Source: an optimization exercise on an open RTL-to-GDS flow (aim: small area, a short achievable clock period and few clock cycles per item). Production flows keep margins and buffers that such runs may drop.
At most, simulation tests tie the RTL to the original design; equivalence was not proved.
Function not checked in run 1: the RTL went through the layout flow alone.

==> flow/design.v (outline; a module is shown in full before it is edited, if it fits) <==
// module mandel_engine: 105 lines
// module mandel_dp: 1446 lines
// module mandel_fa: 10 lines
module mandel_engine #(
    parameter int BITS      = 16,
    parameter int ITER_BITS = 7
) (
    input  logic                   clk,
    input  logic                   rst_n,
    input  logic                   in_valid,
    output logic                   in_ready,
    input  logic signed [BITS-1:0] in_x,
    input  logic signed [BITS-1:0] in_y,
    input  logic                   julia_mode,
    input  logic signed [BITS-1:0] julia_cx,
    input  logic signed [BITS-1:0] julia_cy,
    input  logic [ITER_BITS-1:0]   max_iter,
    input  logic                   abort,
    output logic                   out_valid,
    input  logic                   out_ready,
    output logic [ITER_BITS-1:0]   out_iter,
    output logic                   out_escaped,
    output logic                   busy
);
  // ...
==> flow/flow/run.sh <==
#!/bin/bash
# The standard layout (standard.sh), with the port buffers made from
# sky130_fd_sc_hd__buf_1 cells instead of the default choice of a delay buffer.
set -euo pipefail
export BUFFER_PORTS_ARGS="-buffer_cell sky130_fd_sc_hd__buf_1"
bash standard.sh > standard.log 2>&1
==> flow/standard.sh <==
#!/bin/bash
# synth_recipe.tcl (not shown) runs the flow's synth.tcl, then flattens the netlist and writes it again
# the make line also repeats each setting of config.mk as NAME=value (left out here)
make -C /OpenROAD-flow-scripts/flow DESIGN_CONFIG=/design/flow/config.mk WORK_HOME=/design/flow/orfs CLKGATE_MAP_FILE= SYNTH_SCRIPT=/design/flow/synth_recipe.tcl "${@:-finish}"
==> flow/config.mk <==
export PLATFORM = sky130hd
export DESIGN_NAME = mandel_engine
export DESIGN_NICKNAME = mandel_engine
export VERILOG_FILES = /design/flow/design.v
export SDC_FILE = /design/flow/constraint.sdc
export NUM_CORES = 4
export LEC_CHECK = 0
export CAP_MARGIN = 20
export CORE_MARGIN = 2
export CORE_UTILIZATION = 65
export CTS_BUF_LIST = sky130_fd_sc_hd__clkbuf_8
export PLACE_DENSITY = 0.75
export SLEW_MARGIN = 20
export SYNTH_HIERARCHICAL = 1
export SYNTH_MINIMUM_KEEP_SIZE = 0
==> flow/constraint.sdc <==
create_clock -name core_clock -period 14.0 [get_ports {clk}]
set_input_delay 2.8000 -clock core_clock [delete_from_list [all_inputs] [get_ports {clk}]]
set_output_delay 2.8000 -clock core_clock [all_outputs]
set_load 0.01 [all_outputs]
==> run notes, run 1 <==
* Worst setup path end: out_valid
* Top achievable clock speed at 156 MHz
* Highest routed metal layer: met4
* Core area at 27800 sq um
* Vias in the first global route at 14266
* Final hold vios at 0
* Routed wl met3 at 3200 um
* Worst-margin pin slew at 1.02 ns
* Ys flop type: edfxtp_1
* Area share of the largest cell type after synthesis at 44.2%
* Crit-path cells: buf_4, xor2_1, nor4_1, nand4_1, o31ai_2, nor2_1, nor2_1, buf_1
* Flops & latches, synth at 117
* CP endpoint kind: output port
* Top cells by count, synth: 404 x fa_1, 393 x nor2_1, 152 x ha_1, 78 x inv_1, 73 x nand2_1
* Drt via density at 6.06
* Reg2reg start: zxn_q[14]$_DFF_P_
* Fill cell count at 2114
* Max-Cap Viols at 0
* Biggest area consumer among synthesized cells: fa_1
* Status: complete, no violations
* Layout Utilization at 69.5%
* Fin. max-slew vios at 0
* Worst Path Max Fanout at 30
* GRT Total Usage at 32.0%
* Num rows at 61
* Largest cell class: multi-input gates
* Commonest non-fill, non-tap cell in the layout: fa_1
* Layout sequential cell count at 117
* Pin count of the biggest net entering global routing at 46
* Avg Inst Size Synth at 10.9 sq um
* Die width at 172 um
* Area fraction in compound gates after synthesis at 4.83%
* WL met1 at 16600 um
* Multiplexer area fraction after synthesis at 3.90%
* Slowest cell delay on critical path at 0.79 ns
* Most frequent cell after synthesis: fa_1
* Antenna violations before repair at 0
* Met2 Usage GRT at 54.6%
==> module mandel_engine, before the edit <==
module mandel_engine #(
    parameter int BITS      = 16,
    parameter int ITER_BITS = 7
) (
    input  logic                   clk,
    input  logic                   rst_n,
    input  logic                   in_valid,
    output logic                   in_ready,
    input  logic signed [BITS-1:0] in_x,
    input  logic signed [BITS-1:0] in_y,
    input  logic                   julia_mode,
    input  logic signed [BITS-1:0] julia_cx,
    input  logic signed [BITS-1:0] julia_cy,
    input  logic [ITER_BITS-1:0]   max_iter,
    input  logic                   abort,
    output logic                   out_valid,
    input  logic                   out_ready,
    output logic [ITER_BITS-1:0]   out_iter,
    output logic                   out_escaped,
    output logic                   busy
);
    logic run_q, done_q;
    logic [6:0] iter_q, lim_q;
    logic signed [15:0] cx_q, cy_q;
    logic [15:0] zxn_q, zyn_q, sxn_q, syn_q;
    logic [16:0] xn, yn;
    logic mesc;
    logic mesc_q, xh_q, yh_q, stop_q;
    mandel_dp u_dp (
        .zxn (zxn_q),
        .zyn (zyn_q),
        .cx  (cx_q),
        .cy  (cy_q),
        .xn  (xn),
        .yn  (yn),
        .mesc(mesc)
    );
    logic esc, fin, cyc, ckpt;
    assign esc  = mesc_q || (xh_q == zxn_q[15]) || (yh_q == zyn_q[15]);
    assign fin  = run_q && (esc || stop_q || cyc);
    assign cyc  = (zxn_q == sxn_q) && (zyn_q == syn_q) && (iter_q != '0);
    assign ckpt = ((iter_q & (iter_q - 7'd1)) == '0) || (iter_q[3:0] == '0);
    logic idle, accept;
    assign idle   = !run_q && !done_q;
    assign accept = idle && in_valid;
    always_ff @(posedge clk) begin
        if (!rst_n || abort) begin
            run_q  <= 1'b0;
            done_q <= 1'b0;
        end else if (accept) begin
            run_q  <= 1'b1;
        end else if (fin) begin
            run_q  <= 1'b0;
            done_q <= !out_ready;
        end else if (done_q && out_ready) begin
            done_q <= 1'b0;
        end
    end
    always_ff @(posedge clk) begin
        if (idle) begin
            zxn_q  <= ~in_x;
            zyn_q  <= ~in_y;
            xh_q   <= in_x[15];
            yh_q   <= in_y[15];
            mesc_q <= 1'b0;
        end else begin
            zxn_q  <= ~xn[15:0];
            zyn_q  <= ~yn[15:0];
            xh_q   <= xn[16];
            yh_q   <= yn[16];
            mesc_q <= mesc;
        end
    end
    always_ff @(posedge clk) begin
        if (accept) begin
            cx_q  <= julia_mode ? julia_cx : in_x;
            cy_q  <= julia_mode ? julia_cy : in_y;
            lim_q <= max_iter;
        end
    end
    always_ff @(posedge clk) begin
        if (run_q && ckpt) begin
            sxn_q <= zxn_q;
            syn_q <= zyn_q;
        end
    end
    always_ff @(posedge clk) begin
        if (accept) begin
            iter_q <= '0;
            stop_q <= 1'b0;
        end else if (run_q && !fin) begin
            iter_q <= iter_q + 7'd1;
            stop_q <= iter_q == lim_q;
        end
    end
    logic esc_h;
    always_ff @(posedge clk) begin
        if (fin) esc_h <= esc;
    end
    assign in_ready    = rst_n && idle;
    assign busy        = !idle;
    assign out_valid   = done_q || fin;
    assign out_escaped = run_q ? esc : esc_h;
    assign out_iter    = out_escaped ? iter_q - 7'd1 : lim_q;
endmodule
==> inputs of run 2 (changes only) <==
--- a/flow/design.v
+++ b/flow/design.v
@@ -79,34 +79,32 @@
         end
     end
     always_ff @(posedge clk) begin
         if (run_q && ckpt) begin
             sxn_q <= zxn_q;
             syn_q <= zyn_q;
         end
     end
+    logic esc_h;
     always_ff @(posedge clk) begin
         if (accept) begin
             iter_q <= '0;
             stop_q <= 1'b0;
-        end else if (run_q && !fin) begin
+        end else if (run_q) begin
             iter_q <= iter_q + 7'd1;
             stop_q <= iter_q == lim_q;
+            esc_h  <= esc;
         end
     end
-    logic esc_h;
-    always_ff @(posedge clk) begin
-        if (fin) esc_h <= esc;
-    end
     assign in_ready    = rst_n && idle;
     assign busy        = !idle;
     assign out_valid   = done_q || fin;
     assign out_escaped = run_q ? esc : esc_h;
-    assign out_iter    = out_escaped ? iter_q - 7'd1 : lim_q;
+    assign out_iter    = out_escaped ? iter_q + {6'b111111, !done_q} : lim_q;
 endmodule
 module mandel_dp (
     input  logic        [15:0] zxn,
     input  logic        [15:0] zyn,
     input  logic signed [15:0] cx,
     input  logic signed [15:0] cy,
     output logic        [16:0] xn,
     output logic        [16:0] yn,
@@ -1401,152 +1399,150 @@
     wire ny866 = ~s365;
     wire ny867 = ~c364;
     wire ny868 = ~qyp286;
     wire ny869 = ~c365;
     wire ny870 = ~y[14];
     wire ny871 = ~qyp287;
     wire ny872 = ~qyls[13];
     wire s873, c873;
-    mandel_fa us873 (.a(cx[0]), .b(1'b1), .c(c168), .s(s873), .co(c873));
+    mandel_fa us873 (.a(cx[0]), .b(c168), .c(ny840), .s(s873), .co(c873));
     wire s874, c874;
-    mandel_fa us874 (.a(ny840), .b(s169), .c(ny841), .s(s874), .co(c874));
-    wire s875, c875;
-    mandel_fa us875 (.a(cx[1]), .b(c169), .c(ny842), .s(s875), .co(c875));
-    wire s876 = s170 ^ ny843;
-    wire c876 = s170 & ny843;
-    wire s877, c877;
-    mandel_fa us877 (.a(cx[2]), .b(c170), .c(ny844), .s(s877), .co(c877));
-    wire s878 = s171 ^ ny845;
-    wire c878 = s171 & ny845;
-    wire s879, c879;
-    mandel_fa us879 (.a(cx[3]), .b(c171), .c(ny846), .s(s879), .co(c879));
-    wire s880 = s172 ^ ny847;
-    wire c880 = s172 & ny847;
-    wire s881, c881;
-    mandel_fa us881 (.a(cx[4]), .b(c172), .c(ny848), .s(s881), .co(c881));
-    wire s882 = s173 ^ ny849;
-    wire c882 = s173 & ny849;
-    wire s883, c883;
-    mandel_fa us883 (.a(cx[5]), .b(c173), .c(ny850), .s(s883), .co(c883));
-    wire s884 = s174 ^ ny851;
-    wire c884 = s174 & ny851;
-    wire s885, c885;
-    mandel_fa us885 (.a(cx[6]), .b(c174), .c(ny852), .s(s885), .co(c885));
-    wire s886 = s175 ^ ny853;
-    wire c886 = s175 & ny853;
-    wire s887, c887;
-    mandel_fa us887 (.a(cx[7]), .b(c175), .c(s176), .s(s887), .co(c887));
-    wire s888 = ny854 ^ ny855;
-    wire c888 = ny854 & ny855;
-    wire s889, c889;
-    mandel_fa us889 (.a(cx[8]), .b(s177), .c(ny856), .s(s889), .co(c889));
-    wire s890 = c176 ^ ny857;
-    wire c890 = c176 & ny857;
-    wire s891, c891;
-    mandel_fa us891 (.a(cx[9]), .b(c177), .c(ny858), .s(s891), .co(c891));
-    wire s892 = s178 ^ ny859;
-    wire c892 = s178 & ny859;
-    wire s893, c893;
-    mandel_fa us893 (.a(cx[10]), .b(c178), .c(s179), .s(s893), .co(c893));
-    wire s894 = ny860 ^ ny861;
-    wire c894 = ny860 & ny861;
-    wire s895, c895;
-    mandel_fa us895 (.a(cx[11]), .b(s180), .c(ny862), .s(s895), .co(c895));
-    wire s896 = c179 ^ ny863;
-    wire c896 = c179 & ny863;
-    wire s897, c897;
-    mandel_fa us897 (.a(cx[12]), .b(s181), .c(c180), .s(s897), .co(c897));
-    wire s898 = ny864 ^ ny865;
-    wire c898 = ny864 & ny865;
-    wire s899, c899;
-    mandel_fa us899 (.a(cx[13]), .b(s182), .c(ny866), .s(s899), .co(c899));
-    wire s900 = c181 ^ ny867;
-    wire c900 = c181 & ny867;
-    wire s901, c901;
-    mandel_fa us901 (.a(cx[14]), .b(qxp103), .c(ny868), .s(s901), .co(c901));
-    wire s902 = c182 ^ ny869;
-    wire c902 = c182 & ny869;
-    wire s903, c903;
-    mandel_fa us903 (.a(x[14]), .b(cx[15]), .c(ny870), .s(s903), .co(c903));
-    wire s904 = qxp104 ^ ny871;
-    wire c904 = qxp104 & ny871;
-    wire s905 = 1'b1 ^ cx[15];
-    wire c905 = 1'b1 & cx[15];
-    wire s906 = s873 ^ s874;
-    wire c906 = s873 & s874;
+    mandel_fa us874 (.a(cx[1]), .b(c169), .c(ny842), .s(s874), .co(c874));
+    wire s875 = s170 ^ ny843;
+    wire c875 = s170 & ny843;
+    wire s876, c876;
+    mandel_fa us876 (.a(cx[2]), .b(c170), .c(ny844), .s(s876), .co(c876));
+    wire s877 = s171 ^ ny845;
+    wire c877 = s171 & ny845;
+    wire s878, c878;
+    mandel_fa us878 (.a(cx[3]), .b(c171), .c(ny846), .s(s878), .co(c878));
+    wire s879 = s172 ^ ny847;
+    wire c879 = s172 & ny847;
+    wire s880, c880;
+    mandel_fa us880 (.a(cx[4]), .b(c172), .c(ny848), .s(s880), .co(c880));
+    wire s881 = s173 ^ ny849;
+    wire c881 = s173 & ny849;
+    wire s882, c882;
+    mandel_fa us882 (.a(cx[5]), .b(c173), .c(ny850), .s(s882), .co(c882));
+    wire s883 = s174 ^ ny851;
+    wire c883 = s174 & ny851;
+    wire s884, c884;
+    mandel_fa us884 (.a(cx[6]), .b(c174), .c(ny852), .s(s884), .co(c884));
+    wire s885 = s175 ^ ny853;
+    wire c885 = s175 & ny853;
+    wire s886, c886;
+    mandel_fa us886 (.a(cx[7]), .b(c175), .c(s176), .s(s886), .co(c886));
+    wire s887 = ny854 ^ ny855;
+    wire c887 = ny854 & ny855;
+    wire s888, c888;
+    mandel_fa us888 (.a(cx[8]), .b(s177), .c(ny856), .s(s888), .co(c888));
+    wire s889 = c176 ^ ny857;
+    wire c889 = c176 & ny857;
+    wire s890, c890;
+    mandel_fa us890 (.a(cx[9]), .b(c177), .c(ny858), .s(s890), .co(c890));
+    wire s891 = s178 ^ ny859;
+    wire c891 = s178 & ny859;
+    wire s892, c892;
+    mandel_fa us892 (.a(cx[10]), .b(c178), .c(s179), .s(s892), .co(c892));
+    wire s893 = ny860 ^ ny861;
+    wire c893 = ny860 & ny861;
+    wire s894, c894;
+    mandel_fa us894 (.a(cx[11]), .b(s180), .c(ny862), .s(s894), .co(c894));
+    wire s895 = c179 ^ ny863;
+    wire c895 = c179 & ny863;
+    wire s896, c896;
+    mandel_fa us896 (.a(cx[12]), .b(s181), .c(c180), .s(s896), .co(c896));
+    wire s897 = ny864 ^ ny865;
+    wire c897 = ny864 & ny865;
+    wire s898, c898;
+    mandel_fa us898 (.a(cx[13]), .b(s182), .c(ny866), .s(s898), .co(c898));
+    wire s899 = c181 ^ ny867;
+    wire c899 = c181 & ny867;
+    wire s900, c900;
+    mandel_fa us900 (.a(cx[14]), .b(qxp103), .c(ny868), .s(s900), .co(c900));
+    wire s901 = c182 ^ ny869;
+    wire c901 = c182 & ny869;
+    wire s902, c902;
+    mandel_fa us902 (.a(x[14]), .b(cx[15]), .c(ny870), .s(s902), .co(c902));
+    wire s903 = qxp104 ^ ny871;
+    wire c903 = qxp104 & ny871;
+    wire s904 = 1'b1 ^ cx[15];
+    wire c904 = 1'b1 & cx[15];
+    wire s905 = s169 ^ ny841;
+    wire c905 = s169 & ny841;
+    wire s906, c906;
+    mandel_fa us906 (.a(c873), .b(s875), .c(s874), .s(s906), .co(c906));
     wire s907, c907;
-    mandel_fa us907 (.a(c873), .b(s876), .c(c874), .s(s907), .co(c907));
+    mandel_fa us907 (.a(c875), .b(c874), .c(s876), .s(s907), .co(c907));
     wire s908, c908;
-    mandel_fa us908 (.a(c876), .b(c875), .c(s877), .s(s908), .co(c908));
+    mandel_fa us908 (.a(c876), .b(c877), .c(s879), .s(s908), .co(c908));
     wire s909, c909;
-    mandel_fa us909 (.a(c877), .b(c878), .c(s880), .s(s909), .co(c909));
+    mandel_fa us909 (.a(c879), .b(c878), .c(s881), .s(s909), .co(c909));
     wire s910, c910;
-    mandel_fa us910 (.a(c880), .b(c879), .c(s882), .s(s910), .co(c910));
+    mandel_fa us910 (.a(c881), .b(c880), .c(s883), .s(s910), .co(c910));
     wire s911, c911;
-    mandel_fa us911 (.a(c882), .b(c881), .c(s884), .s(s911), .co(c911));
+    mandel_fa us911 (.a(c883), .b(c882), .c(s885), .s(s911), .co(c911));
     wire s912, c912;
-    mandel_fa us912 (.a(c884), .b(c883), .c(s886), .s(s912), .co(c912));
+    mandel_fa us912 (.a(s887), .b(c885), .c(c884), .s(s912), .co(c912));
     wire s913, c913;
-    mandel_fa us913 (.a(s888), .b(c886), .c(c885), .s(s913), .co(c913));
+    mandel_fa us913 (.a(s888), .b(s889), .c(c887), .s(s913), .co(c913));
     wire s914, c914;
-    mandel_fa us914 (.a(s889), .b(s890), .c(c888), .s(s914), .co(c914));
+    mandel_fa us914 (.a(s891), .b(c888), .c(s890), .s(s914), .co(c914));
     wire s915, c915;
-    mandel_fa us915 (.a(s892), .b(c889), .c(s891), .s(s915), .co(c915));
+    mandel_fa us915 (.a(c891), .b(s893), .c(c890), .s(s915), .co(c915));
     wire s916, c916;
-    mandel_fa us916 (.a(c892), .b(s894), .c(c891), .s(s916), .co(c916));
+    mandel_fa us916 (.a(c893), .b(s894), .c(s895), .s(s916), .co(c916));
     wire s917, c917;
-    mandel_fa us917 (.a(c894), .b(s895), .c(s896), .s(s917), .co(c917));
+    mandel_fa us917 (.a(s897), .b(s896), .c(c894), .s(s917), .co(c917));
     wire s918, c918;
-    mandel_fa us918 (.a(s898), .b(s897), .c(c895), .s(s918), .co(c918));
+    mandel_fa us918 (.a(s898), .b(c897), .c(s899), .s(s918), .co(c918));
     wire s919, c919;
-    mandel_fa us919 (.a(s899), .b(c898), .c(s900), .s(s919), .co(c919));
+    mandel_fa us919 (.a(s900), .b(s901), .c(c898), .s(s919), .co(c919));
     wire s920, c920;
-    mandel_fa us920 (.a(s901), .b(s902), .c(c899), .s(s920), .co(c920));
+    mandel_fa us920 (.a(s902), .b(s903), .c(c900), .s(s920), .co(c920));
     wire s921, c921;
-    mandel_fa us921 (.a(s903), .b(s904), .c(c901), .s(s921), .co(c921));
-    wire s922, c922;
-    mandel_fa us922 (.a(1'b1), .b(s905), .c(c903), .s(s922), .co(c922));
-    wire s923 = qxls[13] ^ s906;
-    wire c923 = qxls[13] & s906;
+    mandel_fa us921 (.a(1'b1), .b(s904), .c(c902), .s(s921), .co(c921));
+    wire s922 = s873 ^ s905;
+    wire c922 = s873 & s905;
+    wire s923, c923;
+    mandel_fa us923 (.a(c905), .b(ny872), .c(s906), .s(s923), .co(c923));
     wire s924, c924;
-    mandel_fa us924 (.a(s875), .b(c906), .c(s907), .s(s924), .co(c924));
+    mandel_fa us924 (.a(s877), .b(c906), .c(s907), .s(s924), .co(c924));
     wire s925, c925;
     mandel_fa us925 (.a(s878), .b(c907), .c(s908), .s(s925), .co(c925));
     wire s926, c926;
-    mandel_fa us926 (.a(s879), .b(c908), .c(s909), .s(s926), .co(c926));
+    mandel_fa us926 (.a(s880), .b(c908), .c(s909), .s(s926), .co(c926));
     wire s927, c927;
-    mandel_fa us927 (.a(s881), .b(c909), .c(s910), .s(s927), .co(c927));
+    mandel_fa us927 (.a(s882), .b(c909), .c(s910), .s(s927), .co(c927));
     wire s928, c928;
-    mandel_fa us928 (.a(s883), .b(c910), .c(s911), .s(s928), .co(c928));
+    mandel_fa us928 (.a(s884), .b(c910), .c(s911), .s(s928), .co(c928));
     wire s929, c929;
-    mandel_fa us929 (.a(s885), .b(c911), .c(s912), .s(s929), .co(c929));
+    mandel_fa us929 (.a(s886), .b(c911), .c(s912), .s(s929), .co(c929));
     wire s930, c930;
-    mandel_fa us930 (.a(s887), .b(c912), .c(s913), .s(s930), .co(c930));
+    mandel_fa us930 (.a(c886), .b(s913), .c(c912), .s(s930), .co(c930));
     wire s931, c931;
-    mandel_fa us931 (.a(c887), .b(s914), .c(c913), .s(s931), .co(c931));
+    mandel_fa us931 (.a(c889), .b(s914), .c(c913), .s(s931), .co(c931));
     wire s932, c932;
-    mandel_fa us932 (.a(c890), .b(s915), .c(c914), .s(s932), .co(c932));
+    mandel_fa us932 (.a(s892), .b(c914), .c(s915), .s(s932), .co(c932));
     wire s933, c933;
-    mandel_fa us933 (.a(s893), .b(c915), .c(s916), .s(s933), .co(c933));
+    mandel_fa us933 (.a(c892), .b(s916), .c(c915), .s(s933), .co(c933));
     wire s934, c934;
-    mandel_fa us934 (.a(c893), .b(s917), .c(c916), .s(s934), .co(c934));
+    mandel_fa us934 (.a(c895), .b(c916), .c(s917), .s(s934), .co(c934));
     wire s935, c935;
-    mandel_fa us935 (.a(c896), .b(c917), .c(s918), .s(s935), .co(c935));
+    mandel_fa us935 (.a(c896), .b(s918), .c(c917), .s(s935), .co(c935));
     wire s936, c936;
-    mandel_fa us936 (.a(c897), .b(s919), .c(c918), .s(s936), .co(c936));
+    mandel_fa us936 (.a(c899), .b(s919), .c(c918), .s(s936), .co(c936));
     wire s937, c937;
-    mandel_fa us937 (.a(c900), .b(s920), .c(c919), .s(s937), .co(c937));
+    mandel_fa us937 (.a(c901), .b(s920), .c(c919), .s(s937), .co(c937));
     wire s938, c938;
-    mandel_fa us938 (.a(c902), .b(s921), .c(c920), .s(s938), .co(c938));
-    wire s939, c939;
-    mandel_fa us939 (.a(c904), .b(s922), .c(c921), .s(s939), .co(c939));
-    wire [16:0] xs0 = {s939, s938, s937, c935, s935, c933, s933, s932, c930, c929, c928, c927, c926, c925, c924, c923, ny872};
-    wire [16:0] xs1 = {c938, c937, c936, s936, c934, s934, c932, c931, s931, s930, s929, s928, s927, s926, s925, s924, s923};
-    wire [16:0] xn17 = xs0 + xs1;
+    mandel_fa us938 (.a(c903), .b(s921), .c(c920), .s(s938), .co(c938));
+    wire [16:0] xs0 = {s938, s937, s936, c934, s934, c932, s932, s931, c929, c928, c927, c926, c925, c924, c923, c922, s922};
+    wire [16:0] xs1 = {c937, c936, c935, s935, c933, s933, c931, c930, s930, s929, s928, s927, s926, s925, s924, s923, qyls[13]};
+    wire [16:0] xn17 = xs0 + xs1 + qxls[13];
     wire [16:0] ys0 = {s789, s788, c786, s786, c784, c783, c782, s782, c780, c779, c778, c777, c776, c775, c774, c773, c772};
     wire [16:0] ys1 = {c788, c787, s787, c785, s785, s784, s783, c781, s781, s780, s779, s778, s777, s776, s775, s774, s773};
     wire [16:0] yn17 = ys0 + ys1 + mxyls[12];
     assign xn   = xn17;
     assign yn   = yn17;
     assign mesc = big | mag[16];
 endmodule
 module mandel_fa (
==> run 2 against run 1 <==
Net effect:
- core utilization increased by 0.45 points
- still clean
- highest routed layer unchanged
- cell area increased by 0.64%
- flip-flop and latch count unchanged
- final cell count increased by 0.76%
- clock skew increased by 0.0034 ns
==> run notes, run 2 <==
* Pre-CTS setup slack at 7.86 ns (was 7.79 ns)
* CP endpoint kind: flop (was output port)
* Synth async-reset ratio at 0% (unchanged)
* Final period util at 44.3% (was 45.7%)
* HP Class: reg2reg (unchanged)
* Critical path arrival at 6.56 ns (was 3.59 ns)
* Flops & latches, synth at 117 (unchanged)
* Worst setup margin at 7.80 ns (was 7.61 ns)
* Layout Utilization at 70.0% (was 69.5%)
* Area share of the largest cell type after synthesis at 44.1% (was 44.2%)
* Unrepaired setup endpoints after global routing: false (unchanged)
* Top cells by count, synth: 409 x nor2_1, 404 x fa_1, 148 x ha_1, 84 x inv_1 (was 404 x fa_1, 393 x nor2_1, 152 x ha_1, 78 x inv_1, 73 x nand2_1)
* Crit Path Category: reg2reg (was reg2out)
* Pin count of the biggest net entering global routing at 36 (was 46)
* Area post-placement at 19000 sq um (was 18900 sq um)
* H-Tree Depth at 4 (unchanged)
* Vias in the first global route at 13989 (was 14266)
* Reg clk slew, reported paths at 0.10 ns (was 0.07 ns)
* 1st-pass router iterations at 5 (unchanged)
* Clock Path Buffers at 2 (unchanged)
* Top achievable clock speed at 161 MHz (was 156 MHz)
* Post-Synth Simple-Gate Area at 12.2% (about the same)
* Count of cell types in the netlist at 56 (was 62)
* Design area at 19400 sq um (was 19300 sq um)
* CTS Buf Count at 17 (unchanged)
* Clock latency (worst-skew pair) at 0.48 ns (was 0.46 ns)
* Initial Util at 66.0% (was 65.9%)
* Drt via density at 6.01 (was 6.06)
* Number of flops mapped to enable cells by yosys at 72 (unchanged)
* Area Overhead vs Synth at 5.99% (was 5.56%)
* Ant diodes at 0 (unchanged)
* Vias at 12764 (was 12777)
* Hold buffer count at CTS at 0 (unchanged)
* Non-Filler Instances at 2125 (was 2109)
* Port Buffer Count at 87 (unchanged)
* Most frequent cell after synthesis: nor2_1 (was fa_1)
* ANT nets after route at 0 (unchanged)
* Avg Inst Size Synth at 10.8 sq um (was 10.9 sq um)
* Crit-path cells: buf_4, nor2_1, fa_1, fa_1, fa_1, fa_1, ha_1, nand4_1, a21oi_1, a211o_1, a21o_1, a21oi_2, fa_1, fa_1, nor2b_1, o2111ai_1, nand2_1, a41oi_1, o2111ai_1, a21oi_1, xnor2_1, mux2_2 (was buf_4, xor2_1, nor4_1, nand4_1, o31ai_2, nor2_1, nor2_1, buf_1)
* Die Y at 172 um (about the same)
* Global-route wire length before repair at 71500 um (about the same)
* Core area at 27800 sq um (unchanged)
* DRC viols at 0 (unchanged)
* Seq/Total Area, Yosys at 16.7% (about the same)
* Slowest library cell on the worst path: dfxtp_1 (was o31ai_2)
* Worst-margin pin slew at 0.971 ns (was 1.02 ns)
* Root buffer cell: clkbuf_8 (unchanged)
* Die width at 172 um (about the same)
* I/O Pins at 88 (unchanged)
* Area fraction in compound gates after synthesis at 4.58% (was 4.83%)
* Die ar. at 29600 sq um (was 29500 sq um)
* Status: complete, no violations (unchanged)
* Num rows at 61 (unchanged)
* Antenna violations before repair at 0 (unchanged)
* Adder-Cell Fraction of Synth Area at 54.2% (was 54.6%)
* Routed WL per cell at 20.4 um (was 20.5 um)
* Most Frequent Cell on Critical Path: fa_1 (was nor2_1)
* Setup TNS at 0 ns (unchanged)
* Grt ovf at 0 (unchanged)
* GP Congestion at 0.873 (was 0.871)
* Detailed Place HPWL at 32100 um (was 31800 um)
* Yosys warnings at 7 (unchanged)
* Fill cell count at 2102 (was 2114)
* CTS tree: done (unchanged)
* Worst Path Max Fanout at 20 (was 30)
* Buf+Inv Stages, Crit Path at 1 (was 2)
* Post-Place Cells at 2093 (was 2077)
* Mapped Area at 18300 sq um (about the same)
* Cts repair resizes at 0 (unchanged)
* Syn Inst Count at 1700 (was 1681)
* Main combinational cell family by area after synthesis: adder cells (unchanged)
* Post-Route WL at 43300 um (was 43200 um)
* Iteration-0 DRC Markers at 935 (was 859)
* Delay-heaviest family, CP: adder cells (was simple AND/OR/NAND/NOR gates)
* Multiplexer area fraction after synthesis at 4.00% (was 3.90%)
* Ys flop type: edfxtp_1 (unchanged)
* Worst Setup Start Kind: flop (unchanged)
* Crit path time final at 6.20 ns (was 6.39 ns)
* Post-synthesis xor/xnor area fraction at 4.11% (was 3.69%)
* CTS sink count at 117 (unchanged)
* Slowest cell delay on critical path at 0.57 ns (was 0.79 ns)
* Final nets at 2363 (was 2351)
* Clock skew at 0.0198 ns (was 0.0164 ns)
* Setup bufs post-CTS at 0 (unchanged)
* Fin. max-slew vios at 0 (unchanged)
* Endpoints failing setup at 0 (unchanged)
* Synth area leaders: fa_1 44%, edfxtp_1 12%, ha_1 10% (unchanged)
* Slew HR at 35.3% (was 32.2%)
* Commonest non-fill, non-tap cell in the layout: nor2_1 (was fa_1)
* CP Data Required Time at 14.36 ns (was 11.20 ns)
* Max-Cap Viols at 0 (unchanged)
* Final hold vios at 0 (unchanged)
* Commonest non-fill, non-tap cells in the layout: 408 x nor2_1, 404 x fa_1, 148 x ha_1, 86 x buf_1, 84 x inv_1 (was 404 x fa_1, 392 x nor2_1, 152 x ha_1, 86 x buf_1, 77 x inv_1)
* Hold_ws at 0.515 ns (was 0.531 ns)
* GRT Total Usage at 32.1% (was 32.0%)
* Share of layout cells above drive strength 1 at 6.75% (was 6.64%)
* Biggest area consumer among synthesized cells: fa_1 (unchanged)
run 2: changes by cell type after synthesis, moves of 5 or more:
cell | before | now
buf_2 | 4 | 13
nor2_1 | 393 | 409
o21ai_1 | 8 | 1
inv_1 | 78 | 84
a21oi_1 | 37 | 46
xnor2_1 | 32 | 61
or4_1 | 5 | 0
xor2_1 | 45 | 25
nor4_1 | 12 | 4
nand4_1 | 5 | 11
nand3_1 | 22 | 15
run 2: worst reg2reg max path, stage by stage (launching register included):
cell and delay [ns]:
dfxtp_1 0.57, buf_4 0.32, nor2_1 0.11, fa_1 0.46
fa_1 0.50, fa_1 0.54, fa_1 0.43, ha_1 0.32
nand4_1 0.08, a21oi_1 0.14, a211o_1 0.12, a21o_1 0.13
a21oi_2 0.06, fa_1 0.41, fa_1 0.42, nor2b_1 0.19
o2111ai_1 0.12, nand2_1 0.21, a41oi_1 0.21, o2111ai_1 0.25
a21oi_1 0.11, xnor2_1 0.12, mux2_2 0.25
run 2: metal layers:
layer,routed length (um),vias to the layer above,track usage (%)
li1,-,5540,-
met1,16900,6603,40.4
met2,22100,508,55.5
met3,2700,113,5.95
met4,1630,0,12.9
met5,0,-,0
run 2: cell families (layout without fill, tap and decap cells):
group	count (synthesis)	count (layout)
AO/OA/AOI/OAI	128	128
XOR/XNOR	86	86
adder cells (fa/ha/maj)	552	552
buffers and inverters	194	237
flip-flops	117	117
multiplexers	69	69
other	2	6
AND/OR/NAND/NOR	552	552
run 2: final cells by class:
class                      count  area [sq um]  area share, %
multi-input combinational   1393         14500           74.8
sequential                   117          3060           15.8
timing repair buffer         118           561           2.88
tap                          378           473           2.43
inverter                      87           327           1.68
clock buffer                  18           248           1.27
clock inverter                14           224           1.15
run 2: path summary, 6_finish.rpt:
check,from,endpoint,slack (ns),cells past startpoint
worst max-delay path,zxn_q[0]$_DFF_P_,yh_q$_DFF_P_,7.80,22
worst min-delay path,stop_q$_SDFFE_PP0P_,stop_q$_SDFFE_PP0P_,0.52,2
worst max register to register,zxn_q[0]$_DFF_P_,yh_q$_DFF_P_,7.80,22
worst min register to register,stop_q$_SDFFE_PP0P_,stop_q$_SDFFE_PP0P_,0.52,2
run 2: modules after synthesis, one instance, submodules excluded:
module	area [sq um]	copies in the design
mandel_dp	5490	1
mandel_engine	4840	1
mandel_fa	20.0	400
Testbench counts of run 2, summed over its fixed seeds: cycles 84,151, points 2,048.
==> inputs of run 3 (changes only) <==
--- a/flow/config.mk
+++ b/flow/config.mk
@@ -7,9 +7,9 @@
 export LEC_CHECK = 0
 export CAP_MARGIN = 20
 export CORE_MARGIN = 2
-export CORE_UTILIZATION = 65
+export CORE_UTILIZATION = 55
 export CTS_BUF_LIST = sky130_fd_sc_hd__clkbuf_8
-export PLACE_DENSITY = 0.75
+export PLACE_DENSITY = 0.65
 export SLEW_MARGIN = 20
 export SYNTH_HIERARCHICAL = 1
 export SYNTH_MINIMUM_KEEP_SIZE = 0
==> run 3 against run 2 <==
Net effect:
- still clean on timing, DRC and antenna
- cell area rose by 0.35%
- area after synthesis is the same
- wire length up 1.9%
- flip-flop and latch count is the same
- hold slack lost 0.013 ns
- via count shrank 1.2%
- clock skew fell by 0.0012 ns
- global-route usage is 4.9 points lower
- non-clock buffer count down 1
- core utilization is 10 points lower
- critical endpoint unchanged
- highest routed layer is now met5
==> run notes, run 3 <==
* Most frequent cell after synthesis: nor2_1 (unchanged)
* Routed WL per cell at 20.2 um (was 20.4 um)
* Worst reg-to-reg setup slack at 7.62 ns (was 7.80 ns)
* Top achievable clock speed at 157 MHz (was 161 MHz)
* GRT Total Usage at 27.3% (was 32.1%)
* Post-Synth Simple-Gate Area at 12.2% (unchanged)
* Syn Inst Count at 1700 (unchanged)
* Crit Path Category: reg2reg (unchanged)
* Slowest cell delay on critical path at 0.79 ns (was 0.57 ns)
* Worst-margin pin slew at 0.949 ns (was 0.971 ns)
* R2r endpoint: yh_q$_DFF_P_ (unchanged)
* Clock latency (worst-skew pair) at 0.49 ns (was 0.48 ns)
* Ant diodes at 0 (unchanged)
* Share of layout cells above drive strength 1 at 6.70% (was 6.75%)
* Multiplexer area fraction after synthesis at 4.00% (unchanged)
* CP Data Required Time at 14.37 ns (was 14.36 ns)
* Most Frequent Cell on Critical Path: fa_1 (unchanged)
* Hold buffer count at CTS at 0 (unchanged)
* Max-Cap Viols at 0 (unchanged)
* Biggest area consumer among synthesized cells: fa_1 (unchanged)
* Clock skew at 0.0186 ns (was 0.0198 ns)
* Flops & latches, synth at 117 (unchanged)
* 1st-pass router iterations at 7 (was 5)
* CTS sink count at 117 (unchanged)
* Count of cell types in the netlist at 56 (unchanged)
* Final hold vios at 0 (unchanged)
* Avg Inst Size Synth at 10.8 sq um (unchanged)
* CP endpoint kind: flop (unchanged)
* Vias in the first global route at 14444 (was 13989)
* Post-synthesis xor/xnor area fraction at 4.11% (unchanged)
* ANT nets after route at 0 (unchanged)
* Setup TNS at 0 ns (unchanged)
* Crit path time final at 6.38 ns (was 6.20 ns)
* Port Buffer Count at 87 (unchanged)
* Detailed Place HPWL at 32900 um (was 32100 um)
* Setup bufs post-CTS at 0 (unchanged)
* Buf+Inv Stages, Crit Path at 1 (unchanged)
* Grt ovf at 0 (unchanged)
* Fin. max-slew vios at 0 (unchanged)
* Slew HR at 36.7% (was 35.3%)
* Yosys warnings at 7 (unchanged)
* Root buffer cell: clkbuf_8 (unchanged)
* Critical path arrival at 6.75 ns (was 6.56 ns)
* GP Congestion at 0.857 (was 0.873)
* Hold Startpoint: stop_q$_SDFFE_PP0P_ (unchanged)
* CTS tree: done (unchanged)
* Area share of the largest cell type after synthesis at 44.1% (unchanged)
* Drt via density at 5.77 (was 6.01)
* Commonest non-fill, non-tap cells in the layout: 408 x nor2_1, 404 x fa_1, 148 x ha_1, 86 x buf_1, 85 x inv_1 (was 408 x nor2_1, 404 x fa_1, 148 x ha_1, 86 x buf_1, 84 x inv_1)
* Core area at 32700 sq um (was 27800 sq um)
* Slowest library cell on the worst path: dfxtp_1 (unchanged)
* Area fraction in compound gates after synthesis at 4.58% (unchanged)
* Crit-path cells: buf_4, nor2_1, fa_1, fa_1, fa_1, fa_1, ha_1, nand4_1, a21oi_1, a211o_1, a21o_1, a21oi_2, fa_1, fa_1, nor2b_1, o2111ai_1, nand2_1, a41oi_1, o2111ai_1, a21oi_1, xnor2_1, mux2_2 (unchanged)
* Area Overhead vs Synth at 6.36% (was 5.99%)
* Fill cell count at 2789 (was 2102)
* H-Tree Depth at 4 (unchanged)
* Worst Path Max Fanout at 18 (was 20)
* Endpoints failing setup at 0 (unchanged)
* Delay-heaviest family, CP: adder cells (unchanged)
* Worst R2R Path Depth at 22 (unchanged)
* Pin count of the biggest net entering global routing at 48 (was 36)
* Antenna violations before repair at 1 (was 0)
* Initial Util at 56.1% (was 66.0%)
* DRC viols at 0 (unchanged)
* Worst Setup Start Kind: flop (unchanged)
* Die ar. at 34800 sq um (was 29600 sq um)
* Global-route wire length before repair at 74400 um (was 71500 um)
* Vias at 12616 (was 12764)
* Cts repair resizes at 0 (unchanged)
* Reg clk slew, reported paths at 0.08 ns (was 0.10 ns)
* Top cells by count, synth: 409 x nor2_1, 404 x fa_1, 148 x ha_1, 84 x inv_1 (unchanged)
* Iteration-0 DRC Markers at 719 (was 935)
* Final nets at 2362 (was 2363)
* Mapped Area at 18300 sq um (unchanged)
* Ys flop type: edfxtp_1 (unchanged)
* I/O Pins at 88 (unchanged)
* Synth async-reset ratio at 0% (unchanged)
* Seq/Total Area, Yosys at 16.7% (unchanged)
* Hold-critical path endpoint: stop_q$_SDFFE_PP0P_ (unchanged)
* Number of flops mapped to enable cells by yosys at 72 (unchanged)
* Adder-Cell Fraction of Synth Area at 54.2% (unchanged)
* Reg2reg start: zxn_q[4]$_DFF_P_ (was zxn_q[0]$_DFF_P_)
* Main combinational cell family by area after synthesis: adder cells (unchanged)
* WHS Path Cells at 2 (unchanged)
* Commonest non-fill, non-tap cell in the layout: nor2_1 (unchanged)
* Unrepaired setup endpoints after global routing: false (unchanged)
* Hold_ws at 0.502 ns (was 0.515 ns)
* Die width at 187 um (was 172 um)
* Status: complete, no violations (unchanged)
* Synth area leaders: fa_1 44%, edfxtp_1 12%, ha_1 10% (unchanged)
* Clock Path Buffers at 2 (unchanged)
* Post-Route WL at 44100 um (was 43300 um)
* HP Class: reg2reg (unchanged)
* Num rows at 66 (was 61)
* Final period util at 45.6% (was 44.3%)
* CTS Buf Count at 17 (unchanged)
* Die Y at 187 um (was 172 um)
## run 3: cell counts after synthesis
No cell type changed its count.
## run 3: cell families (layout without fill, tap and decap cells)
kind of cell,count (synthesis),count (layout)
buf+inv,194,236
compound gates,128,128
other cells,2,6
mux,69,69
flops,117,117
fa+ha+maj,552,552
simple gates,552,552
xor+xnor,86,86
## run 3: tightest hold or removal path, cell delays in order, from the launching register on
cell     delay [ns]
dfxtp_1        0.33
a21oi_1        0.07
nor2_1         0.07
## run 3: final cells by class
type / instances / area (sq um) / share of cell area [%]
Tap cell: 442 / 553 / 2.83
Timing Repair Buffer: 117 / 573 / 2.94
Multi-Input combinational cell: 1393 / 14600 / 74.6
Clock inverter: 13 / 178 / 0.911
Inverter: 87 / 328 / 1.68
Clock buffer: 19 / 262 / 1.34
Sequential cell: 117 / 3060 / 15.7
## run 3: modules after synthesis, one instance, submodules excluded
module         cells  cell area [sq um]  copies in the design
mandel_engine    349               4840                     1
mandel_fa          1               20.0                   400
mandel_dp        951               5490                     1
## run 3: worst max-delay path by stage
stage	start	end	cells past startpoint
after CTS	zxn_q[4]$_DFF_P_	yh_q$_DFF_P_	22
after floorplan	zyn_q[12]$_DFF_P_	xh_q$_DFF_P_	20
final	zxn_q[4]$_DFF_P_	yh_q$_DFF_P_	22
after global routing	zxn_q[4]$_DFF_P_	yh_q$_DFF_P_	22
after detailed placement	zxn_q[4]$_DFF_P_	yh_q$_DFF_P_	22
after global placement	zxn_q[4]$_DFF_P_	yh_q$_DFF_P_	22
## run 3: through the flow
stage	setup WS (ns)	utilization (%)	instances	area (sq um)
after global placement	7.80	58.2	2155	19000
after detailed placement	7.64	58.2	2155	19000
final	7.62	59.7	2188	19500
after CTS	7.61	59.6	2187	19500
after floorplan	8.19	-	1704	18400
after global routing	7.32	59.7	2188	19500
## run 3: per-layer routing
| layer | GRT usage [%] | up-vias | wire length [um] |
|---|---|---|---|
| li1 | - | 5529 | - |
| met1 | 34.4 | 6609 | 17600 |
| met2 | 46.8 | 377 | 22400 |
| met3 | 4.57 | 99 | 2490 |
| met4 | 11.4 | 2 | 1680 |
| met5 | 0 | - | 13 |
==> inputs of run 4 (changes only) <==
==> flow/flow/run.sh (replaced) <==
#!/bin/bash
# The standard layout (standard.sh), with the port buffers made from
# sky130_fd_sc_hd__buf_1 cells instead of the default choice of a delay
# buffer, and clock tree synthesis without dummy loads.
set -euo pipefail
export BUFFER_PORTS_ARGS="-buffer_cell sky130_fd_sc_hd__buf_1"
export CTS_ARGS="-sink_clustering_enable -repair_clock_nets -buf_list sky130_fd_sc_hd__clkbuf_8 -dont_use_dummy_load -sink_clustering_size 30 -sink_clustering_max_diameter 100"
bash standard.sh > standard.log 2>&1
--- a/flow/config.mk
+++ b/flow/config.mk
@@ -7,9 +7,9 @@
 export LEC_CHECK = 0
 export CAP_MARGIN = 20
 export CORE_MARGIN = 2
-export CORE_UTILIZATION = 55
+export CORE_UTILIZATION = 65
 export CTS_BUF_LIST = sky130_fd_sc_hd__clkbuf_8
-export PLACE_DENSITY = 0.65
+export PLACE_DENSITY = 0.75
 export SLEW_MARGIN = 20
 export SYNTH_HIERARCHICAL = 1
 export SYNTH_MINIMUM_KEEP_SIZE = 0
==> run 4 against run 3 <==
Net effect:
- hold slack better by 0.0065 ns
- core utilization is 9.5 points higher
- register-to-register slack better by 0.20 ns
- sequential share of layout area is 0.25 points higher
- critical endpoint unchanged
- area after synthesis stayed put
- synthesized cell count stayed put
- via count is 0.45% higher
==> run notes, run 4 <==
* CP startpoint: zxn_q[0]$_DFF_P_ (was zxn_q[4]$_DFF_P_)
* Worst-margin pin slew at 0.989 ns (was 0.949 ns)
* 1st-pass router iterations at 5 (was 7)
* Clock skew at 0.0278 ns (was 0.0186 ns)
* HP Class: reg2reg (unchanged)
* Delay-heaviest family, CP: adder cells (unchanged)
* Hold buffer count at CTS at 0 (unchanged)
* Worst Setup Start Kind: flop (unchanged)
* Clock Path Buffers at 2 (unchanged)
* Biggest area consumer among synthesized cells: fa_1 (unchanged)
* Synth async-reset ratio at 0% (unchanged)
* Critical path arrival at 6.51 ns (was 6.75 ns)
* DRC viols at 0 (unchanged)
* CTS sink count at 117 (unchanged)
* Antenna violations before repair at 0 (was 1)
* Drt via density at 6.01 (was 5.77)
* Ys flop type: edfxtp_1 (unchanged)
* Commonest non-fill, non-tap cells in the layout: 408 x nor2_1, 404 x fa_1, 148 x ha_1, 86 x buf_1, 84 x inv_1 (was 408 x nor2_1, 404 x fa_1, 148 x ha_1, 86 x buf_1, 85 x inv_1)
* Yosys warnings at 7 (unchanged)
* GRT Total Usage at 31.7% (was 27.3%)
* Clock latency (worst-skew pair) at 0.45 ns (was 0.49 ns)
* Final hold vios at 0 (unchanged)
* Slew HR at 34.1% (was 36.7%)
* ANT nets after route at 0 (unchanged)
* Flops & latches, synth at 117 (unchanged)
* Port Buffer Count at 87 (unchanged)
* Root buffer cell: clkbuf_8 (unchanged)
* Die ar. at 29600 sq um (was 34800 sq um)
* WHS Path Cells at 2 (unchanged)
* CTS tree: done (unchanged)
* Mapped Area at 18300 sq um (unchanged)
* Commonest non-fill, non-tap cell in the layout: nor2_1 (unchanged)
* Setup bufs post-CTS at 0 (unchanged)
* Slowest cell delay on critical path at 0.57 ns (was 0.79 ns)
* Die Y at 172 um (was 187 um)
* GP Congestion at 0.873 (was 0.857)
* Slowest library cell on the worst path: dfxtp_1 (unchanged)
* Avg Inst Size Synth at 10.8 sq um (unchanged)
* Routed WL per cell at 20.3 um (was 20.2 um)
* Syn Inst Count at 1700 (unchanged)
* Top cells by count, synth: 409 x nor2_1, 404 x fa_1, 148 x ha_1, 84 x inv_1 (unchanged)
* Num rows at 61 (was 66)
* Fill cell count at 2135 (was 2789)
* Pre-CTS setup slack at 7.86 ns (was 7.64 ns)
* Worst setup margin at 7.82 ns (was 7.62 ns)
* Fin. max-slew vios at 0 (unchanged)
* CP endpoint kind: flop (unchanged)
* Hold Startpoint: stop_q$_SDFFE_PP0P_ (unchanged)
* Most frequent cell after synthesis: nor2_1 (unchanged)
* Synth area leaders: fa_1 44%, edfxtp_1 12%, ha_1 10% (unchanged)
* Top achievable clock speed at 162 MHz (was 157 MHz)
* Area share of the largest cell type after synthesis at 44.1% (unchanged)
* Max-Cap Viols at 0 (unchanged)
* Detailed Place HPWL at 32100 um (was 32900 um)
* Pin count of the biggest net entering global routing at 36 (was 48)
* Crit path time final at 6.18 ns (was 6.38 ns)
* Layout Utilization at 69.1% (was 59.7%)
* CTS Buf Count at 17 (unchanged)
* Grt ovf at 0 (unchanged)
* Global-route wire length before repair at 70700 um (was 74400 um)
* Post-Route WL at 42700 um (was 44100 um)
* Ant diodes at 0 (unchanged)
* I/O Pins at 88 (unchanged)
* Share of layout cells above drive strength 1 at 5.95% (was 6.70%)
* Count of cell types in the netlist at 56 (unchanged)
* Die width at 172 um (was 187 um)
* Cts repair resizes at 0 (unchanged)
* Vias at 12673 (was 12616)
* WP depth at 22 (unchanged)
* Seq/Total Area, Yosys at 16.7% (unchanged)
* Reg clk slew, reported paths at 0.08 ns (about the same)
* Reg2reg start: zxn_q[0]$_DFF_P_ (was zxn_q[4]$_DFF_P_)
* Endpoints failing setup at 0 (unchanged)
* Crit Path Category: reg2reg (unchanged)
* Status: complete, no violations (unchanged)
* Setup TNS at 0 ns (unchanged)
* Crit-path cells: buf_4, nor2_1, fa_1, fa_1, fa_1, fa_1, ha_1, nand4_1, a21oi_1, a211o_1, a21o_1, a21oi_2, fa_1, fa_1, nor2b_1, o2111ai_1, nand2_1, a41oi_1, o2111ai_1, a21oi_1, xnor2_1, mux2_2 (unchanged)
* Final nets at 2363 (was 2362)
* Number of flops mapped to enable cells by yosys at 72 (unchanged)
* Unrepaired setup endpoints after global routing: false (unchanged)
* Worst R2R Path Depth at 22 (unchanged)
* Area Overhead vs Synth at 4.69% (was 6.36%)
* Iteration-0 DRC Markers at 870 (was 719)
* Final period util at 44.2% (was 45.6%)
* Initial Util at 66.0% (was 56.1%)
* Worst reg-to-reg setup slack at 7.82 ns (was 7.62 ns)
* Vias in the first global route at 13890 (was 14444)
* Buf+Inv Stages, Crit Path at 1 (unchanged)
* CP Data Required Time at 14.33 ns (was 14.37 ns)
* Most Frequent Cell on Critical Path: fa_1 (unchanged)
* Core area at 27800 sq um (was 32700 sq um)
* Worst Path Max Fanout at 20 (was 18)
* H-Tree Depth at 4 (unchanged)
[run 4: final cells by class]
| cell class | count | area, sq um | area share [%] |
|---|---|---|---|
| Clock buffer | 17 | 234 | 1.22 |
| Sequential cell | 117 | 3060 | 16.0 |
| Timing Repair Buffer | 118 | 561 | 2.92 |
| Inverter | 87 | 327 | 1.70 |
| Tap cell | 378 | 473 | 2.46 |
| Multi-Input combinational cell | 1393 | 14500 | 75.7 |
[run 4: layer usage]
metal	part of all wire (%)	up-vias	global-route usage, %
li1	-	5530	-
met1	39	6566	39.8
met2	51	466	54.4
met3	6.2	111	6.07
met4	4.0	0	13.4
met5	0	-	0
[run 4: kinds of logic after synthesis]
| family | after synthesis | share of synthesized area [%] |
|---|---|---|
| compound gates | 128 | 4.58 |
| flops | 117 | 16.7 |
| simple gates | 552 | 12.2 |
| xor+xnor | 86 | 4.11 |
| other cells | 2 | 0.0409 |
| mux | 69 | 4.00 |
| fa+ha+maj | 552 | 54.2 |
| buf+inv | 194 | 4.14 |
[run 4: worst paths after layout]
check	to
worst max-delay path	yh_q$_DFF_P_
worst min-delay path	stop_q$_SDFFE_PP0P_
worst max register to register	yh_q$_DFF_P_
worst min register to register	stop_q$_SDFFE_PP0P_
[run 4: worst reg2reg max path: stages (launching register included)]
cell       delay [ns]
dfxtp_1          0.57
buf_4            0.32
nor2_1           0.12
fa_1             0.51
fa_1             0.41
fa_1             0.54
fa_1             0.44
ha_1             0.33
nand4_1          0.09
a21oi_1          0.14
a211o_1          0.12
a21o_1           0.13
a21oi_2          0.06
fa_1             0.41
fa_1             0.42
nor2b_1          0.19
o2111ai_1        0.12
nand2_1          0.21
a41oi_1          0.20
o2111ai_1        0.24
a21oi_1          0.10
xnor2_1          0.12
mux2_2           0.25
[run 4: modules after synthesis (local to each module, per instance)]
module,cell area (sq um),flops+latches,cells,times used
mandel_dp,5490,0,951,1
mandel_engine,4840,117,349,1
mandel_fa,20.0,0,1,400
[run 4: through the flow]
stage,hold slack [ns],instance area (sq um),std cells
4_1_cts,0.508,19200,2110
5_1_grt,0.555,19200,2110
2_1_floorplan,0.444,18400,1704
3_3_place_gp,0.480,19000,2093
6_report,0.509,19200,2110
3_5_place_dp,0.493,19000,2093
==> inputs of run 5 (changes only) <==
==> flow/flow/run.sh (replaced) <==
#!/bin/bash
# The standard layout (standard.sh), with the port buffers made from
# sky130_fd_sc_hd__buf_1 cells instead of the default choice of a delay
# buffer, and clock tree synthesis without dummy loads.
set -euo pipefail
export BUFFER_PORTS_ARGS="-buffer_cell sky130_fd_sc_hd__buf_1"
export CTS_ARGS="-sink_clustering_enable -repair_clock_nets -buf_list \"sky130_fd_sc_hd__clkbuf_2 sky130_fd_sc_hd__clkbuf_4 sky130_fd_sc_hd__clkbuf_8\" -dont_use_dummy_load"
bash standard.sh > standard.log 2>&1
==> run 5 against run 4 <==
Net effect:
- setup slack did not move
- still clean
- critical path type unchanged
- core utilization unchanged
- hold slack did not move
- critical endpoint unchanged
- first-iteration DRC count unchanged
- flip-flop and latch count unchanged
- critical path depth unchanged
- count of clock-buffer cells in the layout is the same
==> run notes, run 5 <==
* I/O Pins at 88 (unchanged)
* Routed WL per cell at 20.3 um (unchanged)
* Reg clk slew, reported paths at 0.08 ns (about the same)
* Port Buffer Count at 87 (unchanged)
* Global-route wire length before repair at 70700 um (unchanged)
* GRT Total Usage at 31.7% (unchanged)
* Avg Inst Size Synth at 10.8 sq um (unchanged)
* Most frequent cell after synthesis: nor2_1 (unchanged)
* Mapped Area at 18300 sq um (unchanged)
* Top cells by count, synth: 409 x nor2_1, 404 x fa_1, 148 x ha_1, 84 x inv_1 (unchanged)
* Worst-margin pin slew at 0.989 ns (unchanged)
* Num rows at 61 (unchanged)
* Setup TNS at 0 ns (unchanged)
* Grt ovf at 0 (unchanged)
* Area share of the largest cell type after synthesis at 44.1% (unchanged)
* Critical path arrival at 6.51 ns (about the same)
* Synth async-reset ratio at 0% (unchanged)
* Flops & latches, synth at 117 (unchanged)
* Hold buffer count at CTS at 0 (unchanged)
* 1st-pass router iterations at 5 (unchanged)
* Clock Path Buffers at 2 (unchanged)
* HP Class: reg2reg (unchanged)
* Share of layout cells above drive strength 1 at 5.95% (unchanged)
* Seq/Total Area, Yosys at 16.7% (unchanged)
* Post-Route WL at 42700 um (unchanged)
* Worst reg-to-reg setup slack at 7.82 ns (about the same)
* DRC viols at 0 (unchanged)
* Die width at 172 um (unchanged)
* Status: complete, no violations (unchanged)
* CTS tree: done (unchanged)
* Number of flops mapped to enable cells by yosys at 72 (unchanged)
* Syn Inst Count at 1700 (unchanged)
* WHS Path Cells at 2 (unchanged)
* Cts repair resizes at 0 (unchanged)
* Endpoints failing setup at 0 (unchanged)
* Area post-placement at 19000 sq um (unchanged)
* Iteration-0 DRC Markers at 870 (unchanged)
* Initial Util at 66.0% (unchanged)
* Reg2reg start: zxn_q[0]$_DFF_P_ (unchanged)
* CTS Buf Count at 17 (unchanged)
* Worst Setup Start Kind: flop (unchanged)
* Setup bufs post-CTS at 0 (unchanged)
* Post-Place Cells at 2093 (unchanged)
* Die Y at 172 um (unchanged)
* Worst Path Max Fanout at 20 (unchanged)
* Clock skew at 0.0278 ns (unchanged)
* CP endpoint kind: flop (unchanged)
* Final hold vios at 0 (unchanged)
* Biggest area consumer among synthesized cells: fa_1 (unchanged)
* Unrepaired setup endpoints after global routing: false (unchanged)
* Pin count of the biggest net entering global routing at 36 (unchanged)
* Top achievable clock speed at 162 MHz (unchanged)
* Crit Path Category: reg2reg (unchanged)
* Vias in the first global route at 13890 (unchanged)
* Synth area leaders: fa_1 44%, edfxtp_1 12%, ha_1 10% (unchanged)
* Core area at 27800 sq um (unchanged)
* H-Tree Depth at 4 (unchanged)
* Drt via density at 6.01 (unchanged)
* GP Congestion at 0.873 (unchanged)
* Layout Utilization at 69.1% (unchanged)
* Clock latency (worst-skew pair) at 0.45 ns (about the same)
* Non-Filler Instances at 2110 (unchanged)
* Die ar. at 29600 sq um (unchanged)
* ANT nets after route at 0 (unchanged)
* CP Data Required Time at 14.33 ns (about the same)
* Commonest non-fill, non-tap cell in the layout: nor2_1 (unchanged)
* Root buffer cell: clkbuf_8 (unchanged)
* Slew HR at 34.1% (unchanged)
* Ant diodes at 0 (unchanged)
* Vias at 12673 (unchanged)
* Yosys warnings at 7 (unchanged)
* Design area at 19200 sq um (unchanged)
* Ys flop type: edfxtp_1 (unchanged)
* Fin. max-slew vios at 0 (unchanged)
* Crit path time final at 6.18 ns (unchanged)
* Max-Cap Viols at 0 (unchanged)
* Final nets at 2363 (unchanged)
* Worst R2R Path Depth at 22 (unchanged)
* Hold-critical path endpoint: stop_q$_SDFFE_PP0P_ (unchanged)
* Detailed Place HPWL at 32100 um (unchanged)
* Final period util at 44.2% (unchanged)
* Commonest non-fill, non-tap cells in the layout: 408 x nor2_1, 404 x fa_1, 148 x ha_1, 86 x buf_1, 84 x inv_1 (unchanged)
* Area Overhead vs Synth at 4.69% (unchanged)
* Count of cell types in the netlist at 56 (unchanged)
* Hold Startpoint: stop_q$_SDFFE_PP0P_ (unchanged)
* CTS sink count at 117 (unchanged)
* Antenna violations before repair at 0 (unchanged)
* R2r endpoint: yh_q$_DFF_P_ (unchanged)
==> run 5: Yosys stat by module, one instance, submodules excluded <==
module / cell area [sq um] / cells inside
mandel_dp: 5490 / 951
mandel_engine: 4840 / 349
mandel_fa: 20.0 / 1
==> run 5: through the flow <==
stage | worst slack [ns] | hold WS (ns)
after floorplan | 8.19 | 0.444
final | 7.82 | 0.509
after global routing | 7.47 | 0.555
after detailed placement | 7.86 | 0.493
after CTS | 7.81 | 0.508
after global placement | 7.97 | 0.480
==> run 5: worst max-delay path, cell delays in order (launching register included) <==
cell and delay, ns:
dfxtp_1 0.57, buf_4 0.32, nor2_1 0.11, fa_1 0.51
fa_1 0.40, fa_1 0.54, fa_1 0.44, ha_1 0.33
nand4_1 0.09, a21oi_1 0.14, a211o_1 0.12, a21o_1 0.13
a21oi_2 0.06, fa_1 0.41, fa_1 0.42, nor2b_1 0.19
o2111ai_1 0.12, nand2_1 0.21, a41oi_1 0.20, o2111ai_1 0.24
a21oi_1 0.10, xnor2_1 0.12, mux2_2 0.25
==> run 5: cells by family after synthesis <==
family          count (synthesis)  synth area share [%]
compound gates                128                  4.58
flops                         117                  16.7
mux                            69                  4.00
xor+xnor                       86                  4.11
fa+ha+maj                     552                  54.2
simple gates                  552                  12.2
buf+inv                       194                  4.14
other cells                     2                0.0409
==> run 5: worst max-delay path by stage <==
stage | start | to | slack [ns]
2_1_floorplan | zyn_q[12]$_DFF_P_ | xh_q$_DFF_P_ | 8.19
3_3_place_gp | zyn_q[1]$_DFF_P_ | xh_q$_DFF_P_ | 7.97
3_5_place_dp | zxn_q[0]$_DFF_P_ | yh_q$_DFF_P_ | 7.86
4_1_cts | zxn_q[0]$_DFF_P_ | yh_q$_DFF_P_ | 7.81
5_1_grt | zxn_q[0]$_DFF_P_ | zyn_q[14]$_DFF_P_ | 7.47
6_report | zxn_q[0]$_DFF_P_ | yh_q$_DFF_P_ | 7.82
==> run 5: final cells by class <==
cell class                      count  area, sq um
Sequential cell                   117         3060
Fill cell                        2135         8580
Clock buffer                       17          234
Multi-Input combinational cell   1393        14500
Inverter                           87          327
Tap cell                          378          473
Timing Repair Buffer              118          561
==> run 5: per-layer routing <==
metal,part of all wire (%),vias up,track usage (%)
li1,-,5530,-
met1,39,6566,39.8
met2,51,466,54.4
met3,6.2,111,6.07
met4,4.0,0,13.4
met5,0,-,0
==> inputs of run 6 (changes only) <==
==> flow/flow/run.sh (replaced) <==
#!/bin/bash
# The standard layout (standard.sh), with the port buffers made from
# sky130_fd_sc_hd__buf_1 cells instead of the default choice of a delay
# buffer, and clock tree synthesis without dummy loads.
set -euo pipefail
export BUFFER_PORTS_ARGS="-buffer_cell sky130_fd_sc_hd__buf_1"
export CTS_ARGS="-sink_clustering_enable -repair_clock_nets -buf_list sky130_fd_sc_hd__clkbuf_8 -dont_use_dummy_load"
bash standard.sh > standard.log 2>&1
--- a/flow/config.mk
+++ b/flow/config.mk
@@ -10,6 +10,6 @@
 export CORE_UTILIZATION = 65
 export CTS_BUF_LIST = sky130_fd_sc_hd__clkbuf_8
 export PLACE_DENSITY = 0.75
-export SLEW_MARGIN = 20
+export SLEW_MARGIN = 65
 export SYNTH_HIERARCHICAL = 1
 export SYNTH_MINIMUM_KEEP_SIZE = 0
==> run 6 against run 5 <==
Net effect:
- area after synthesis unchanged
- hold slack got worse by 0.00083 ns
- synthesized cell count stayed put
- critical path type unchanged
- critical endpoint is now xh_q$_DFF_P_
==> run notes, run 6 <==
* Status: complete, no violations (unchanged)
* Worst Setup Start Kind: flop (unchanged)
* Core area at 27800 sq um (unchanged)
* Die width at 172 um (unchanged)
* Endpoints failing setup at 0 (unchanged)
* Routed WL per cell at 20.2 um (was 20.3 um)
* Clock skew at 0.0332 ns (was 0.0278 ns)
* Antenna violations before repair at 0 (unchanged)
* WL met1 at 16300 um (was 16700 um)
* Top achievable clock speed at 162 MHz (about the same)
* Die ar. at 29600 sq um (unchanged)
* Most frequent cell after synthesis: nor2_1 (unchanged)
* CP endpoint kind: flop (unchanged)
* Reg clk slew, reported paths at 0.08 ns (about the same)
* Routed wl met3 at 2920 um (was 2660 um)
* Setup bufs post-CTS at 0 (unchanged)
* Max-Cap Viols at 0 (unchanged)
* Ys flop type: edfxtp_1 (unchanged)
* 1st-pass router iterations at 6 (was 5)
* Multiplexer area fraction after synthesis at 4.00% (unchanged)
* CTS tree: done (unchanged)
* DRC viols at 0 (unchanged)
* Crit path time final at 6.17 ns (was 6.18 ns)
* Post-Synth Simple-Gate Area at 12.2% (unchanged)
* Final hold vios at 0 (unchanged)
* Mapped Area at 18300 sq um (unchanged)
* Worst Path Max Fanout at 26 (was 20)
* Global-route wire length before repair at 70600 um (was 70700 um)
* Clock Path Buffers at 2 (unchanged)
* CTS sink count at 117 (unchanged)
* Count of cell types in the netlist at 56 (unchanged)
* Cts repair resizes at 0 (unchanged)
* Port Buffer Count at 87 (unchanged)
* Critical path arrival at 6.50 ns (was 6.51 ns)
* Avg Inst Size Synth at 10.8 sq um (unchanged)
* Root buffer cell: clkbuf_8 (unchanged)
* Main combinational cell family by area after synthesis: adder cells (unchanged)
* Synth area leaders: fa_1 44%, edfxtp_1 12%, ha_1 10% (unchanged)
* Highest routed metal layer: met4 (unchanged)
* Num rows at 61 (unchanged)
* ANT nets after route at 0 (unchanged)
* Flops & latches, synth at 117 (unchanged)
* Pin count of the biggest net entering global routing at 36 (unchanged)
* Top cells by count, synth: 409 x nor2_1, 404 x fa_1, 148 x ha_1, 84 x inv_1 (unchanged)
* Final period util at 44.0% (was 44.2%)
* Unrepaired setup endpoints after global routing: false (unchanged)
* Post-synthesis xor/xnor area fraction at 4.11% (unchanged)
run 6: cell type report:
type                            instances  area (sq um)
Fill cell                            2162          8520
Timing Repair Buffer                  119           576
Tap cell                              378           473
Multi-Input combinational cell       1393         14600
Sequential cell                       117          3060
Inverter                               87           329
Clock buffer                           17           234
run 6: kinds of logic (layout without fill, tap and decap cells):
logic type | count (synthesis) | after routing
mux | 69 | 69
other cells | 2 | 6
simple gates | 552 | 552
fa+ha+maj | 552 | 552
compound gates | 128 | 128
flops | 117 | 117
buf+inv | 194 | 223
xor+xnor | 86 | 86
run 6: worst paths after layout:
| kind | from | endpoint | depth (start not counted) |
|---|---|---|---|
| worst min register to register | stop_q$_SDFFE_PP0P_ | stop_q$_SDFFE_PP0P_ | 2 |
| worst max register to register | zxn_q[14]$_DFF_P_ | xh_q$_DFF_P_ | 17 |
| worst max-delay path | zxn_q[14]$_DFF_P_ | xh_q$_DFF_P_ | 17 |
| worst min-delay path | stop_q$_SDFFE_PP0P_ | stop_q$_SDFFE_PP0P_ | 2 |
run 6: worst max-delay path: stages (launching register included):
cell,delay [ns]
dfxtp_1,0.57
clkinv_2,0.44
nand2_1,0.22
fa_1,0.42
fa_1,0.39
fa_1,0.51
fa_1,0.47
ha_1,0.34
fa_1,0.50
fa_1,0.41
ha_1,0.35
o2111ai_1,0.12
nand2_1,0.14
a41oi_1,0.38
o2111ai_1,0.18
a21oi_1,0.21
xnor2_1,0.10
mux2_2,0.26
run 6: stage by stage:
stage          area [sq um]  setup WS, ns  hold slack [ns]  instances
2_1_floorplan         18400          8.19            0.444       1704
3_3_place_gp          19000          7.97            0.480       2093
3_5_place_dp          19000          7.88            0.494       2093
4_1_cts               19200          7.82            0.509       2110
5_1_grt               19300          7.49            0.526       2111
6_report              19300          7.83            0.508       2111
run 6: modules after synthesis (local to each module, per instance):
module / flip-flops and latches / cells inside / area, sq um
mandel_dp: 0 / 951 / 5490
mandel_fa: 0 / 1 / 20.0
mandel_engine: 117 / 349 / 4840
run 6: metal layers:
layer | GRT usage (%) | vias to the layer above
met5 | 0 | -
met4 | 14.6 | 0
met3 | 5.81 | 121
met2 | 54.3 | 489
met1 | 39.7 | 6541
li1 | - | 5522

[static timing again, ports no longer ideal]
No port has a modelled driver above. Below, the same layouts with a new extraction and two added sets of constraints.
Step 1, drivers: a clkbuf_16 drives clk and a buf_2 each remaining input, both assumed.
Step 2 adds t to the input delays and takes it off the output delays; t is the mean of the earliest and latest rising clock arrival at the registers after step 1. Input paths then give back, and output paths get back, about the clock's delay inside the block.
a / b / c = no drivers / after step 1 / after step 2; a / b = the first two.
run | t (ns) | slack for setup (ns) | latest minus earliest clock arrival (ns) | slew at the worst register clock pin (ns) | pins driven straight from the clock port
run 1 | 0.500 | 7.608 / 7.561 / 7.665 | 0.016 / 0.016 | 0.08 / 0.08 | 1
run 2 | 0.522 | 7.801 / 7.801 / 7.801 | 0.019 / 0.020 | 0.10 / 0.10 | 1
run 3 | 0.520 | 7.619 / 7.619 / 7.619 | 0.019 / 0.019 | 0.09 / 0.09 | 1
run 4 | 0.487 | 7.816 / 7.816 / 7.816 | 0.028 / 0.028 | 0.08 / 0.08 | 1
run 5 | 0.487 | 7.816 / 7.816 / 7.816 | 0.028 / 0.028 | 0.08 / 0.08 | 1
run 6 | 0.490 | 7.834 / 7.834 / 7.834 | 0.034 / 0.033 | 0.08 / 0.08 | 1
After both steps every run listed still meets setup and hold.
